Background: an optimization exercise with open tools, aiming at small area, a short achievable clock period and few clock cycles. Do not read the settings as production practice.
At most, simulation tests tie the RTL to the original design; equivalence was not proved.
Power is estimated from default activity; no workload was simulated.

== before ==
==> flow/design.v (excerpt) <==
module dcache_top (
	input  logic               clk,
	input  logic               rst_n,
	input  logic               i_req_valid,
	input  logic               i_req_write,
	input  dcache_pkg::addr_t  i_req_addr,
	input  dcache_pkg::addr_t  i_req_addr_next,
	input  dcache_pkg::word_t  i_req_wdata,
	output logic               o_resp_valid,
	output dcache_pkg::word_t  o_resp_rdata,
	output logic               o_mem_rd_go,
	output dcache_pkg::addr_t  o_mem_rd_base,
	input  logic               i_mem_rd_done,
	input  logic               i_mem_rd_valid,
	input  dcache_pkg::word_t  i_mem_rd_data,
	output logic               o_mem_wr_go,
	output dcache_pkg::addr_t  o_mem_wr_base,
	input  logic               i_mem_wr_done,
	output logic               o_mem_wr_valid,
	output dcache_pkg::word_t  o_mem_wr_data
);
	localparam int LINES = dcache_pkg::NUM_LINES;
	localparam int WORDS = dcache_pkg::LINE_WORDS;
	localparam int DW = dcache_pkg::DATA_WIDTH;
	logic [LINES * WORDS * DW - 1 : 0] data_q;
	logic [LINES - 1 : 0][dcache_pkg::TAG_WIDTH - 1 : 0] tag_q;
	logic [LINES - 1 : 0] valid_q, dirty_q;
	logic fill_active_q;
	dcache_pkg::index_t fill_index_q;
	dcache_pkg::offset_t fill_count_q;
	dcache_pkg::beat_t fill_skip_q;
	logic wb_active_q;
	dcache_pkg::offset_t wb_count_q;
	logic [WORDS - 1 : 0][DW - 1 : 0] flush_q;
	dcache_pkg::tag_t cur_tag_q, victim_tag_q;
	dcache_pkg::index_t cur_index_q;
	dcache_pkg::offset_t cur_offset_q;
	logic cur_hit_q, cur_hitc_q, cur_wp_q, cur_wpnc_q, cur_crit_q, cur_mc_q, cur_md_q;
	dcache_pkg::word_t cur_rdata_q;
	logic answer, store, go, wr_go, fill_beat, store_fill_line;
	dcache_pkg::beat_t fill_write;
	assign answer = i_req_valid & (i_mem_rd_valid
		? (i_req_write ? cur_wpnc_q : cur_hitc_q)
		: (i_req_write ? cur_wp_q : cur_hit_q));
	assign store = answer & i_req_write;
	assign fill_beat = i_mem_rd_valid & fill_active_q;
	assign store_fill_line = store & fill_active_q & (cur_index_q == fill_index_q);
	always_comb
	begin
		for (int p = 0; p < WORDS; p++)
			fill_write[p] = fill_beat & (fill_count_q == p) & ~fill_skip_q[p]
				& ~(store_fill_line & (cur_offset_q == p));
	end
	assign go = i_req_valid & i_mem_rd_done & (cur_mc_q | (cur_md_q & i_mem_wr_done));
	assign o_resp_valid = answer;
	assign o_resp_rdata = cur_crit_q ? i_mem_rd_data : cur_rdata_q;
  ...
For scale: ~5700 cells after synthesis, roughly 2400 flip-flops, ~200 I/O pins, roughly 94000 µm² of cells after synthesis.
Settings: LEC_CHECK=0, CAP_MARGIN=20, CORE_MARGIN=2, CORE_UTILIZATION=40, CTS_CLUSTER_DIAMETER=100, CTS_CLUSTER_SIZE=30, SETUP_SLACK_MARGIN=4.0, SLEW_MARGIN=20; clock period 7.5 ns.
standard.sh (not shown) runs the stock make flow with config.mk's settings and CLKGATE_MAP_FILE= SYNTH_SCRIPT=/design/flow/synth_recipe.tcl, a recipe that flattens the netlist after the stock synthesis.
==> flow/flow/run.sh <==
#!/bin/bash
# The standard layout, with two changes to the resizer's freedom: the ports get plain
# buffers (buf_2) instead of the delay cells buffer_ports picks by default, and cell sizing
# may change a cell's footprint, so a port buffer on a critical path can be sized up.
# make's full output goes to make_finish.log; ORFS keeps each step's log under orfs/logs.
set -euo pipefail
bash standard.sh MATCH_CELL_FOOTPRINT=0 \
	"BUFFER_PORTS_ARGS=-buffer_cell sky130_fd_sc_hd__buf_2" \
	finish > make_finish.log 2>&1
### before -> after
-- flow/config.mk --
<<< before, line 9
export CORE_MARGIN = 2
export CORE_UTILIZATION = 40
export CTS_CLUSTER_DIAMETER = 100
export CTS_CLUSTER_SIZE = 30
export SETUP_SLACK_MARGIN = 4.0
export SLEW_MARGIN = 20
>>> after, line 9
export CORE_MARGIN = 2
export CORE_UTILIZATION = 40
export SETUP_SLACK_MARGIN = 4.0
export SLEW_MARGIN = 20
Results
Routed length on met1 delta (before -> after): insignificant. Per the comparison of after with before, switching share of power decreased 1.1 points; global-route usage increased by 0.27 points relative to the old numbers; area added between synthesis and finish saw an increase. When the final numbers for after and before were put side by side, the register-to-register setup slack turned out to be greater in before. Summary of after over before: area of the multi-input gates ~0 delta, antenna diode count -3, routed wirelength normalized by instance count -2.1%, DRC violation total after the first TritonRoute iteration ~0 delta, power dissipated in combinational cells ~0 delta. after closes out successfully: all stages finished, all timing, DRC and antenna checks passed. Summary: with before as the reference, power after layout in after moved up by more than 10%.
No run of this note included a check of the RTL's function; only the layout flow was run.

* * *

The RTL this note starts from:
==> flow/design.v <==
package dcache_pkg;
	localparam int ADDR_WIDTH = 16;
	localparam int DATA_WIDTH = 32;
	localparam int INDEX_WIDTH = 4;
	localparam int OFFSET_WIDTH = 2;
	localparam int LINE_WORDS = 1 << OFFSET_WIDTH;
	localparam int NUM_LINES = 1 << INDEX_WIDTH;
	localparam int TAG_WIDTH = ADDR_WIDTH - INDEX_WIDTH - OFFSET_WIDTH - 2;
	typedef logic [ADDR_WIDTH - 1 : 0] addr_t;
	typedef logic [DATA_WIDTH - 1 : 0] word_t;
	typedef logic [TAG_WIDTH - 1 : 0] tag_t;
	typedef logic [INDEX_WIDTH - 1 : 0] index_t;
	typedef logic [OFFSET_WIDTH - 1 : 0] offset_t;
	typedef logic [LINE_WORDS - 1 : 0] beat_t;
	typedef enum logic [1:0] {
		STATE_READY,
		STATE_FLUSH,
		STATE_WAIT,
		STATE_REFILL
	} dcache_state_t;
endpackage
`timescale 1ns/1ps
module dcache_top (
	input  logic               clk,
	input  logic               rst_n,
	input  logic               i_req_valid,
	input  logic               i_req_write,
	input  dcache_pkg::addr_t  i_req_addr,
	input  dcache_pkg::addr_t  i_req_addr_next,
	input  dcache_pkg::word_t  i_req_wdata,
	output logic               o_resp_valid,
	output dcache_pkg::word_t  o_resp_rdata,
	output logic               o_mem_rd_go,
	output dcache_pkg::addr_t  o_mem_rd_base,
	input  logic               i_mem_rd_done,
	input  logic               i_mem_rd_valid,
	input  dcache_pkg::word_t  i_mem_rd_data,
	output logic               o_mem_wr_go,
	output dcache_pkg::addr_t  o_mem_wr_base,
	input  logic               i_mem_wr_done,
	output logic               o_mem_wr_valid,
	output dcache_pkg::word_t  o_mem_wr_data
);
	localparam int LINES = dcache_pkg::NUM_LINES;
	localparam int WORDS = dcache_pkg::LINE_WORDS;
	localparam int DW = dcache_pkg::DATA_WIDTH;
	logic [LINES * WORDS * DW - 1 : 0] data_q;
	logic [LINES - 1 : 0][dcache_pkg::TAG_WIDTH - 1 : 0] tag_q;
	logic [LINES - 1 : 0] valid_q, dirty_q;
	logic fill_active_q;
	dcache_pkg::index_t fill_index_q;
	dcache_pkg::offset_t fill_count_q;
	dcache_pkg::beat_t fill_skip_q;
	logic wb_active_q;
	dcache_pkg::offset_t wb_count_q;
	logic [WORDS - 1 : 0][DW - 1 : 0] flush_q;
	dcache_pkg::tag_t cur_tag_q, victim_tag_q;
	dcache_pkg::index_t cur_index_q;
	dcache_pkg::offset_t cur_offset_q;
	logic cur_hit_q, cur_hitc_q, cur_wp_q, cur_wpnc_q, cur_crit_q, cur_mc_q, cur_md_q;
	dcache_pkg::word_t cur_rdata_q;
	logic answer, store, go, wr_go, fill_beat, store_fill_line;
	dcache_pkg::beat_t fill_write;
	assign answer = i_req_valid & (
		(~i_req_write & cur_hit_q)
		| (~i_req_write & i_mem_rd_valid & cur_hitc_q)
		| (i_req_write & cur_wpnc_q)
		| (i_req_write & ~i_mem_rd_valid & cur_wp_q));
	assign store = answer & i_req_write;
	assign fill_beat = i_mem_rd_valid & fill_active_q;
	assign store_fill_line = store & fill_active_q & (cur_index_q == fill_index_q);
	always_comb
	begin
		for (int p = 0; p < WORDS; p++)
			fill_write[p] = fill_beat & (fill_count_q == p) & ~fill_skip_q[p]
				& ~(store_fill_line & (cur_offset_q == p));
	end
	assign go = i_req_valid & i_mem_rd_done & (cur_mc_q | (cur_md_q & i_mem_wr_done));
	assign o_resp_valid = answer;
	assign o_resp_rdata = cur_rdata_q | (i_mem_rd_data & {DW{cur_crit_q}});
	assign o_mem_rd_go = go;
	assign o_mem_rd_base = {i_req_addr[dcache_pkg::ADDR_WIDTH - 1 : 4], 4'b0000};
	assign wr_go = i_req_valid & i_mem_rd_done & i_mem_wr_done & cur_md_q;
	assign o_mem_wr_go = wr_go;
	assign o_mem_wr_base = {victim_tag_q, i_req_addr[7 : 4], 4'b0000};
	assign o_mem_wr_valid = wb_active_q;
	assign o_mem_wr_data = flush_q[0];
	logic [WORDS - 1 : 0][DW - 1 : 0] wbus;
	always_comb
	begin
		for (int p = 0; p < WORDS; p++)
		begin
			if (fill_write[p])
				wbus[p] = i_mem_rd_data;
			else
				wbus[p] = i_req_wdata;
		end
	end
	for (genvar l = 0; l < LINES; l++)
	begin : g_line
		for (genvar p = 0; p < WORDS; p++)
		begin : g_word
			logic we;
			logic [DW - 1 : 0] word_q;
			assign we = (store && (cur_index_q == l) && (cur_offset_q == p))
				|| (fill_write[p] && (fill_index_q == l));
			always_ff @(posedge clk)
			begin
				if (we)
					word_q <= wbus[p];
			end
			assign data_q[(l * WORDS + p) * DW +: DW] = word_q;
		end
	end
	always_ff @(posedge clk)
	begin
		if (go)
			tag_q[cur_index_q] <= cur_tag_q;
	end
	always_ff @(posedge clk or negedge rst_n)
	begin
		if (!rst_n)
		begin
			valid_q <= '0;
			dirty_q <= '0;
		end
		else
		begin
			if (store)
				dirty_q[cur_index_q] <= 1'b1;
			if (go)
			begin
				valid_q[cur_index_q] <= 1'b1;
				dirty_q[cur_index_q] <= 1'b0;
			end
		end
	end
	always_ff @(posedge clk or negedge rst_n)
	begin
		if (!rst_n)
		begin
			fill_active_q <= 1'b0;
			fill_count_q <= '0;
			fill_skip_q <= '0;
			wb_active_q <= 1'b0;
			wb_count_q <= '0;
		end
		else
		begin
			if (go)
			begin
				fill_active_q <= 1'b1;
				fill_count_q <= '0;
				fill_skip_q <= '0;
			end
			else
			begin
				fill_skip_q <= skip_after;
				if (fill_beat)
				begin
					fill_count_q <= fill_count_q + 1'b1;
					if (fill_count_q == 2'd3)
						fill_active_q <= 1'b0;
				end
			end
			if (wr_go)
			begin
				wb_active_q <= 1'b1;
				wb_count_q <= '0;
			end
			else if (wb_active_q)
			begin
				wb_count_q <= wb_count_q + 1'b1;
				if (wb_count_q == 2'd3)
					wb_active_q <= 1'b0;
			end
		end
	end
	always_ff @(posedge clk)
	begin
		if (!fill_active_q)
			fill_index_q <= cur_index_q;
	end
	dcache_pkg::tag_t next_tag;
	dcache_pkg::index_t next_index;
	dcache_pkg::offset_t next_offset;
	logic [WORDS - 1 : 0][DW - 1 : 0] next_line;
	dcache_pkg::offset_t count_after;
	dcache_pkg::beat_t skip_after;
	logic active_after, present, filling, ready;
	dcache_pkg::word_t next_rdata;
	assign {next_tag, next_index, next_offset} = i_req_addr_next[dcache_pkg::ADDR_WIDTH - 1 : 2];
	always_comb
	begin
		next_line = '0;
		for (int l = 0; l < LINES; l++)
			next_line = next_line
				| (data_q[l * WORDS * DW +: WORDS * DW] & {(WORDS * DW){next_index == l}});
	end
	always_ff @(posedge clk)
	begin
		if (!wb_active_q)
			flush_q <= next_line;
		else
			flush_q <= {flush_q[WORDS - 1], flush_q[WORDS - 1 : 1]};
	end
	always_comb
	begin
		count_after = fill_count_q + fill_beat;
		active_after = fill_active_q & ~(fill_beat & (fill_count_q == 2'd3));
		present = valid_q[next_index] & (tag_q[next_index] == next_tag);
		skip_after = fill_skip_q
			| ({WORDS{store_fill_line}} & (4'b0001 << cur_offset_q));
		filling = active_after & (fill_index_q == next_index);
		ready = ~filling | (next_offset < count_after) | skip_after[next_offset];
		if (store && (cur_index_q == next_index) && (cur_offset_q == next_offset))
			next_rdata = i_req_wdata;
		else if (fill_write[next_offset] && (fill_index_q == next_index))
			next_rdata = i_mem_rd_data;
		else
			next_rdata = next_line[next_offset];
	end
	always_ff @(posedge clk)
	begin
		cur_tag_q <= next_tag;
		cur_index_q <= next_index;
		cur_offset_q <= next_offset;
		victim_tag_q <= tag_q[next_index];
		if ((i_req_valid && (cur_mc_q || cur_md_q) && (cur_offset_q == 2'd0))
			|| (filling && (next_offset == count_after) && !skip_after[next_offset]))
			cur_rdata_q <= '0;
		else
			cur_rdata_q <= next_rdata;
	end
	logic conflict, dirty_after;
	always_comb
	begin
		conflict = active_after & (count_after == next_offset)
			& (fill_index_q != next_index) & ~skip_after[next_offset];
		dirty_after = valid_q[next_index]
			& (dirty_q[next_index] | (store & (cur_index_q == next_index)));
	end
	always_ff @(posedge clk)
	begin
		if (go)
		begin
			cur_hit_q <= 1'b0;
			cur_hitc_q <= (cur_offset_q == 2'd0);
			cur_wp_q <= 1'b1;
			cur_wpnc_q <= 1'b1;
			cur_crit_q <= (cur_offset_q == 2'd0);
			cur_mc_q <= 1'b0;
			cur_md_q <= 1'b0;
		end
		else
		begin
			cur_hit_q <= present & ready;
			cur_hitc_q <= present & (ready | (next_offset == count_after));
			cur_wp_q <= present;
			cur_wpnc_q <= present & ~conflict;
			cur_crit_q <= present & ~ready & (next_offset == count_after);
			cur_mc_q <= ~present & ~dirty_after;
			cur_md_q <= ~present & dirty_after;
		end
	end
endmodule
==> flow/config.mk <==
export PLATFORM = sky130hd
export DESIGN_NAME = dcache_top
export DESIGN_NICKNAME = dcache_top
export VERILOG_FILES = /design/flow/design.v
export SDC_FILE = /design/flow/constraint.sdc
export NUM_CORES = 4
export LEC_CHECK = 0
export CAP_MARGIN = 20
export CORE_MARGIN = 2
export CORE_UTILIZATION = 50
export CTS_CLUSTER_DIAMETER = 60
export CTS_CLUSTER_SIZE = 24
export SETUP_SLACK_MARGIN = 4.0
export SLEW_MARGIN = 20
==> flow/constraint.sdc <==
create_clock -name core_clock -period 7.5 [get_ports {clk}]
set_input_delay 1.5000 -clock core_clock [delete_from_list [all_inputs] [get_ports {clk}]]
set_output_delay 1.5000 -clock core_clock [all_outputs]
set_load 0.01 [all_outputs]
Scripts as last shown in full above: flow/flow/run.sh
The starting point completed with no timing, DRC or antenna violations.
Testbench counts at the start, summed over its fixed seeds: cycles 13,249.
Next try:
--- a/flow/config.mk
+++ b/flow/config.mk
@@ -9,3 +9,3 @@
 export CORE_MARGIN = 2
-export CORE_UTILIZATION = 50
+export CORE_UTILIZATION = 40
 export CTS_CLUSTER_DIAMETER = 60
What happened: Combinational power hardly moves. Wire length rose by 1.4%. Worst hold slack stays flat. Power drops by 0.54%. Sequential share of layout area stays flat. Non-clock buffer count shrinks by 28. Fmax shrinks by 0.32%. Cell count climbs by 6.1%.

==> what the ideal ports hide <==
The results above use ideal ports. As a check the final layouts listed here were re-extracted and re-timed, cells and wires unchanged. Step 1 (the two cells are an assumption about what drives the block):
set clk [get_ports {clk}]
set_driving_cell -lib_cell sky130_fd_sc_hd__clkbuf_16 $clk
set_driving_cell -lib_cell sky130_fd_sc_hd__buf_2 [delete_from_list [all_inputs] $clk]
Step 2 times the ports against the registers' clock, not the clock port: input delays grow and output delays shrink by t, the midpoint of the rising clock arrivals with the driver on. Three values: ideal, step 1, step 2; two values: the first two.
run	t (ns)	setup WS [ns]	worst hold slack (ns)	cell pins on the clock port's net
before	0.877	3.696 / 3.641 / 2.860	0.442 / 0.442 / 0.442	1
after	0.965	3.696 / 3.641 / 2.679	0.435 / 0.435 / 0.435	1
the first run of note 2	0.939	3.757 / 3.694 / 2.777	0.445 / 0.445 / 0.445	1
the second run of note 2	0.943	3.746 / 3.534 / 2.592	0.442 / 0.442 / 0.442	1
After both steps every run listed still meets setup and hold. For the second run of note 2, which loses most, drivers alone change the setup slack by -0.212 ns; drivers and shift together by -1.154 ns.
